Background: an optimization exercise with open tools, aiming at small area, a short achievable clock period and few clock cycles per item. Do not read the settings as production practice.
RTL that was checked went through simulation tests only; none was proved equivalent to the original.

==> run P <==
## polyline_length_accumulator_core
module polyline_length_accumulator_core (
    input  logic        i_clk,
    input  logic        i_rst_n,
    input  logic        i_in_valid,
    output logic        o_in_stall,
    input  logic [15:0] i_in_x,
    input  logic [15:0] i_in_y,
    input  logic        i_in_last,
    output logic        o_out_valid,
    input  logic        i_out_stall,
    output logic [31:0] o_out_length,
    output logic [15:0] o_out_count
);
clock: 10.0 ns
lec_check: 0
abc_area: 1
cap_margin: 20
core_margin: 2
core_utilization: 50
cts_buf_list: sky130_fd_sc_hd__clkbuf_16
cts_cluster_diameter: 80
cts_cluster_size: 30
slew_margin: 20
standard.sh (not shown) runs the stock make flow with config.mk's settings and CLKGATE_MAP_FILE= SYNTH_SCRIPT=/design/flow/synth_recipe.tcl, a recipe that flattens the netlist after the stock synthesis.
==> flow/flow/run.sh <==
#!/bin/bash
# the standard layout (the standard.sh: unchanged synthesis, floorplan,
# placement, clock tree, routing) with two changes to how it is made:
# - every input and output port still gets its buffer, but a plain buf_2
#   instead of the delay-cell buffer that buffer_ports picks by itself
# - timing repair aims at a shorter period than the clock's: setup repair
#   keeps going until each path has the margin below, instead of stopping
#   once the 10 ns clock is met
bash standard.sh SETUP_SLACK_MARGIN=6.5 TNS_END_PERCENT=100 \
    "BUFFER_PORTS_ARGS=-buffer_cell sky130_fd_sc_hd__buf_2" finish > standard.log 2>&1
==> run D (differences from run P) <==
--- a/flow/design.v
+++ b/flow/design.v
@@ -13,12 +13,10 @@
     output logic        o_out_valid,
     input  logic        i_out_stall,
     output logic [31:0] o_out_length,
     output logic [15:0] o_out_count
 );
-    localparam int QN = (M > 1) ? M - 1 : 1;
-    localparam int PW = (QN > 1) ? $clog2(QN) : 1;
     logic [M-1:0]  r_pend;      
     logic [16:0]   r_lo;
     logic          r_c;
     logic [14:0]   r_hi;
     logic          r_sat;
@@ -29,29 +27,15 @@
     logic [16:0]   base_lo;
     logic [17:0]   add_lo;
     logic [15:0]   base_cnt;
     logic          inc, pop, push;
     logic [47:0]   res;
-    logic [47:0]   r_out;        
-    logic          r_ov;
-    logic [47:0]   r_q [QN];     
-    logic [PW-1:0] r_rd, r_wr;
-    logic [QN-1:0] r_qv;         
-    logic          free, take, direct, push_q;
-    logic [M-1:0]  pend_up, pend_dn;
-    logic [QN-1:0] qv_up, qv_dn;
-    assign o_xfer = i_in_valid && !r_pend[M-1];
+    logic [47:0]   r_e [M];      
+    logic [M-1:0]  r_v;          
+    assign o_xfer = i_in_valid && !r_pend[M-1] && i_rst_n;
     assign inc    = o_xfer && i_in_last;
-    assign pop    = r_ov && !i_out_stall;
-    assign free   = !r_ov || pop;
-    assign take   = free && r_qv[0];
-    assign direct = free && !r_qv[0] && push;
-    assign push_q = push && !direct;
-    assign pend_up = {r_pend[M-2:0], 1'b1};
-    assign pend_dn = {1'b0, r_pend[M-1:1]};
-    assign qv_up   = (QN > 1) ? {r_qv[QN-2:0], 1'b1} : 1'b1;
-    assign qv_dn   = (QN > 1) ? {1'b0, r_qv[QN-1:1]} : 1'b0;
+    assign pop    = r_v[0] && !i_out_stall;
     assign hi_inc   = {1'b0, r_hi} + 16'(r_c);
     assign ovf      = r_sat || hi_inc[15];
     assign base_lo  = r_clr ? 17'd0 : r_lo;
     assign add_lo   = {1'b0, base_lo} + {1'b0, i_seg ? i_root : 17'd0};
     assign base_cnt = r_clr ? 16'd0 : r_cnt;
@@ -60,35 +44,44 @@
     always_ff @(posedge i_clk) begin
         if (!i_rst_n) begin
             r_pend <= '0;
             r_ld   <= 1'b0;
             r_clr  <= 1'b1;
-            r_ov   <= 1'b0;
-            r_qv   <= '0;
-            r_rd   <= '0;
-            r_wr   <= '0;
+            r_v    <= '0;
         end else begin
-            r_pend <= pop ? (inc ? r_pend : pend_dn) : (inc ? pend_up : r_pend);
-            r_qv   <= take ? (push_q ? r_qv : qv_dn) : (push_q ? qv_up : r_qv);
-            if (free) r_ov <= take || push;
-            if (take) r_rd <= (r_rd == PW'(QN - 1)) ? '0 : r_rd + PW'(1);
-            if (push_q) r_wr <= (r_wr == PW'(QN - 1)) ? '0 : r_wr + PW'(1);
+            for (int k = 0; k < M; k++) begin
+                if (inc && !pop) begin
+                    r_pend[k] <= (k == 0) ? 1'b1 : r_pend[k-1];
+                end else if (pop && !inc) begin
+                    r_pend[k] <= (k == M - 1) ? 1'b0 : r_pend[k+1];
+                end
+                if (push && !pop) begin
+                    r_v[k] <= (k == 0) ? 1'b1 : r_v[k-1];
+                end else if (pop && !push) begin
+                    r_v[k] <= (k == M - 1) ? 1'b0 : r_v[k+1];
+                end
+            end
             r_ld  <= i_last;
             r_clr <= i_last;
         end
         r_lo  <= add_lo[16:0];
         r_c   <= add_lo[17];
         r_hi  <= r_clr ? 15'd0 : hi_inc[14:0];
         r_sat <= r_clr ? 1'b0 : ovf;
         r_cnt <= base_cnt + 16'(i_seg && base_cnt != 16'hFFFF);
-        if (free) r_out <= r_qv[0] ? r_q[r_rd] : res;
-        if (push) r_q[r_wr] <= res;
+        for (int k = 0; k < M; k++) begin
+            if (pop) begin
+                r_e[k] <= (k < M - 1 && r_v[(k < M - 1) ? k + 1 : k]) ? r_e[(k < M - 1) ? k + 1 : k] : res;
+            end else if (!r_v[k]) begin
+                r_e[k] <= res;
+            end
+        end
     end
     assign o_in_stall   = r_pend[M-1];
-    assign o_out_valid  = r_ov;
-    assign o_out_length = r_out[47:16];
-    assign o_out_count  = r_out[15:0];
+    assign o_out_valid  = r_v[0];
+    assign o_out_length = r_e[0][47:16];
+    assign o_out_count  = r_e[0][15:0];
 endmodule
 module pla_dp (
     input  logic        i_clk,
     input  logic        i_rst_n,
     input  logic        i_xfer,
@@ -964,21 +957,24 @@
     logic fs783;
     logic fc784;
     logic [33:0] row_a;
     logic [33:0] row_b;
     logic [33:0] rad;
+    logic [32:0] s_rad;
+    logic s_seg;
+    logic s_last;
     logic [2:0] r785;
     logic q786;
     logic [3:0] r787;
     logic [1:0] q788;
-    logic [1:0] q1_q;
-    logic [3:0] q1_r;
-    logic [29:0] q1_rad;
-    logic q1_seg;
-    logic q1_last;
     logic [4:0] r789;
     logic [2:0] q790;
+    logic [2:0] q1_q;
+    logic [4:0] q1_r;
+    logic [27:0] q1_rad;
+    logic q1_seg;
+    logic q1_last;
     logic [5:0] r791;
     logic [3:0] q792;
     logic [6:0] r793;
     logic [4:0] q794;
     logic [4:0] q2_q;
@@ -1826,18 +1822,18 @@
     assign fs783 = t_c25_0 ^ t_c25_1 ^ t_c25_2;
     assign fc784 = (t_c25_0 & t_c25_1) | (t_c25_0 & t_c25_2) | (t_c25_1 & t_c25_2);
     assign row_a = {t_c33_0, t_c32_0, t_c31_0, t_c30_0, t_c29_0, t_c28_0, t_c27_0, t_c26_0, fs783, fs781, fs779, fs777, fs775, fs773, fs771, fs769, fs767, fs765, hs763, hs761, hs759, hs757, hs755, hs753, hs751, hs749, hs747, t_c6_0, t_c5_0, t_c4_0, t_c3_0, t_c2_0, 1'b0, t_c0_0};
     assign row_b = {t_c33_1, t_c32_1, t_c31_1, t_c30_1, t_c29_1, t_c28_1, t_c27_1, fc784, fc782, fc780, fc778, fc776, fc774, fc772, fc770, fc768, fc766, hc764, hc762, hc760, hc758, hc756, hc754, hc752, hc750, hc748, t_c7_2, 1'b0, 1'b0, 1'b0, 1'b0, t_c2_1, 1'b0, t_c0_1};
     assign rad = row_a + row_b;
-    assign r785 = {1'b0, 1'b0, rad[32]} + 3'b111;
+    assign r785 = {1'b0, 1'b0, s_rad[32]} + 3'b111;
     assign q786 = ~r785[2];
-    assign r787 = {r785[1:0], rad[31], rad[30]} + {~r785[2], q786 ^ {1{~r785[2]}}, 2'b11};
+    assign r787 = {r785[1:0], s_rad[31], s_rad[30]} + {~r785[2], q786 ^ {1{~r785[2]}}, 2'b11};
     assign q788 = {q786, ~r787[3]};
-    assign r789 = {q1_r[2:0], q1_rad[29], q1_rad[28]} + {~q1_r[3], q1_q ^ {2{~q1_r[3]}}, 2'b11};
-    assign q790 = {q1_q, ~r789[4]};
-    assign r791 = {r789[3:0], q1_rad[27], q1_rad[26]} + {~r789[4], q790 ^ {3{~r789[4]}}, 2'b11};
-    assign q792 = {q790, ~r791[5]};
+    assign r789 = {r787[2:0], s_rad[29], s_rad[28]} + {~r787[3], q788 ^ {2{~r787[3]}}, 2'b11};
+    assign q790 = {q788, ~r789[4]};
+    assign r791 = {q1_r[3:0], q1_rad[27], q1_rad[26]} + {~q1_r[4], q1_q ^ {3{~q1_r[4]}}, 2'b11};
+    assign q792 = {q1_q, ~r791[5]};
     assign r793 = {r791[4:0], q1_rad[25], q1_rad[24]} + {~r791[5], q792 ^ {4{~r791[5]}}, 2'b11};
     assign q794 = {q792, ~r793[6]};
     assign r795 = {q2_r[5:0], q2_rad[23], q2_rad[22]} + {~q2_r[6], q2_q ^ {5{~q2_r[6]}}, 2'b11};
     assign q796 = {q2_q, ~r795[7]};
     assign r797 = {r795[6:0], q2_rad[21], q2_rad[20]} + {~r795[7], q796 ^ {6{~r795[7]}}, 2'b11};
@@ -1939,13 +1935,14 @@
         t_c31_1 <= fs653;
         t_c32_0 <= fc654;
         t_c32_1 <= fs655;
         t_c33_0 <= fc656;
         t_c33_1 <= fc454;
-        q1_q <= q788;
-        q1_r <= r787;
-        q1_rad <= rad[29:0];
+        s_rad <= rad[32:0];
+        q1_q <= q790;
+        q1_r <= r789;
+        q1_rad <= s_rad[27:0];
         q2_q <= q794;
         q2_r <= r793;
         q2_rad <= q1_rad[23:0];
         q3_q <= q798;
         q3_r <= r797;
@@ -1967,10 +1964,12 @@
             r_have_prev <= 1'b0;
             b_seg       <= 1'b0;
             b_last      <= 1'b0;
             t_seg <= 1'b0;
             t_last <= 1'b0;
+            s_seg <= 1'b0;
+            s_last <= 1'b0;
             q1_seg <= 1'b0;
             q1_last <= 1'b0;
             q2_seg <= 1'b0;
             q2_last <= 1'b0;
             q3_seg <= 1'b0;
@@ -1989,12 +1988,14 @@
             if (i_xfer) r_have_prev <= !i_in_last;
             b_seg  <= i_xfer & r_have_prev;
             b_last <= i_xfer & i_in_last;
             t_seg <= b_seg;
             t_last <= b_last;
-            q1_seg <= t_seg;
-            q1_last <= t_last;
+            s_seg <= t_seg;
+            s_last <= t_last;
+            q1_seg <= s_seg;
+            q1_last <= s_last;
             q2_seg <= q1_seg;
             q2_last <= q1_last;
             q3_seg <= q2_seg;
             q3_last <= q2_last;
             q4_seg <= q3_seg;
--- a/flow/config.mk
+++ b/flow/config.mk
@@ -6,10 +6,10 @@
 export NUM_CORES = 4
 export LEC_CHECK = 0
 export ABC_AREA = 1
 export CAP_MARGIN = 20
 export CORE_MARGIN = 2
-export CORE_UTILIZATION = 50
+export CORE_UTILIZATION = 40
 export CTS_BUF_LIST = sky130_fd_sc_hd__clkbuf_16
 export CTS_CLUSTER_DIAMETER = 80
 export CTS_CLUSTER_SIZE = 30
 export SLEW_MARGIN = 20
==> run A (differences from run P) <==
==> flow/config.mk (replaced) <==
export PLATFORM = sky130hd
export DESIGN_NAME = polyline_length_accumulator_core
export DESIGN_NICKNAME = polyline_length_accumulator_core
export VERILOG_FILES = /design/flow/design.v
export SDC_FILE = /design/flow/constraint.sdc
export NUM_CORES = 4
export LEC_CHECK = 0
export CAP_MARGIN = 20
export CORE_MARGIN = 2
export CORE_UTILIZATION = 40
export CTS_BUF_LIST = sky130_fd_sc_hd__clkbuf_16
export CTS_CLUSTER_DIAMETER = 80
export CTS_CLUSTER_SIZE = 30
export SLEW_MARGIN = 20
==> comparison table <==
Status: run A timing/DRC/antenna clean; run P timing/DRC/antenna clean; run D timing/DRC/antenna clean
Detailed-routed wire length on met3: run A 2180 um; run P 2100 um; run D 3150 um
Share of the core filled with cells in the final layout: run A 46.2%; run P 55.8%; run D 45.7%
Number of non-clock buffers in the layout: run A 246; run P 195; run D 200
Dominant cell type by count on the critical path: run A sky130_fd_sc_hd__o21a_1; run P sky130_fd_sc_hd__nand2_2; run D -
Final routed wire length divided by cell count: run A 14.2 um; run P 14.5 um; run D 13.8 um
Number of cells on the critical path: run A 22; run P 23; run D 22
Clock buffer count: run A 37; run P 39; run D 43
Worst endpoint data arrival time: run A 5.23 ns; run P 3.92 ns; run D 3.94 ns
Final non-filler cell total: run A 4700; run P 5251; run D 5885
Synthesized net count: run A 3836; run P 4650; run D 5017
Least setup slack across all paths after layout: run A 5.25 ns; run P 6.60 ns; run D 6.59 ns
FF/Latch Area: run A 0.0146 mm^2; run P 0.0145 mm^2; run D 0.0142 mm^2
Required time at the worst-slack endpoint: run A 10.48 ns; run P 10.52 ns; run D 10.53 ns
Via count: run A 22255; run P 25623; run D 27886
Testbench counts of run P, summed over its fixed seeds: cycles 7,029, points 6,831.
Testbench counts of run A, summed over its fixed seeds: cycles 7,029, points 6,831.
Only the layout flow was run in run D; the RTL was not checked for function there.

==> re-timing with driven ports <==
How much do the figures lean on ideal ports? The routed layouts below were timed once more, with nothing changed but the port constraints. Step 1 (the two cells are an assumption about what drives the block):
set clk [get_ports {i_clk}]
set_driving_cell -lib_cell sky130_fd_sc_hd__clkbuf_16 $clk
set_driving_cell -lib_cell sky130_fd_sc_hd__buf_2 [delete_from_list [all_inputs] $clk]
Step 2 also shifts input and output timing later by t, the mid clock arrival at the registers, as if the neighbouring blocks saw the same clock. Slacks: ideal ports / drivers / drivers and shift; pairs: ideal ports / drivers.
run	t, ns	slack for setup (ns)	worst setup path at the end	worst register clock-pin slew, ns	pins driven straight from the clock port
run P	0.645	6.597 / 6.597 / 6.164	input to register	0.11 / 0.11	1
run D	0.683	6.592 / 6.592 / 6.018	input to register	0.11 / 0.11	1
run A	0.651	5.251 / 5.251 / 5.251	register to register	0.11 / 0.11	1
After both steps every run listed still meets setup and hold. For run D, which loses most, drivers alone change the setup slack by 0.000 ns; drivers and shift together by -0.574 ns.
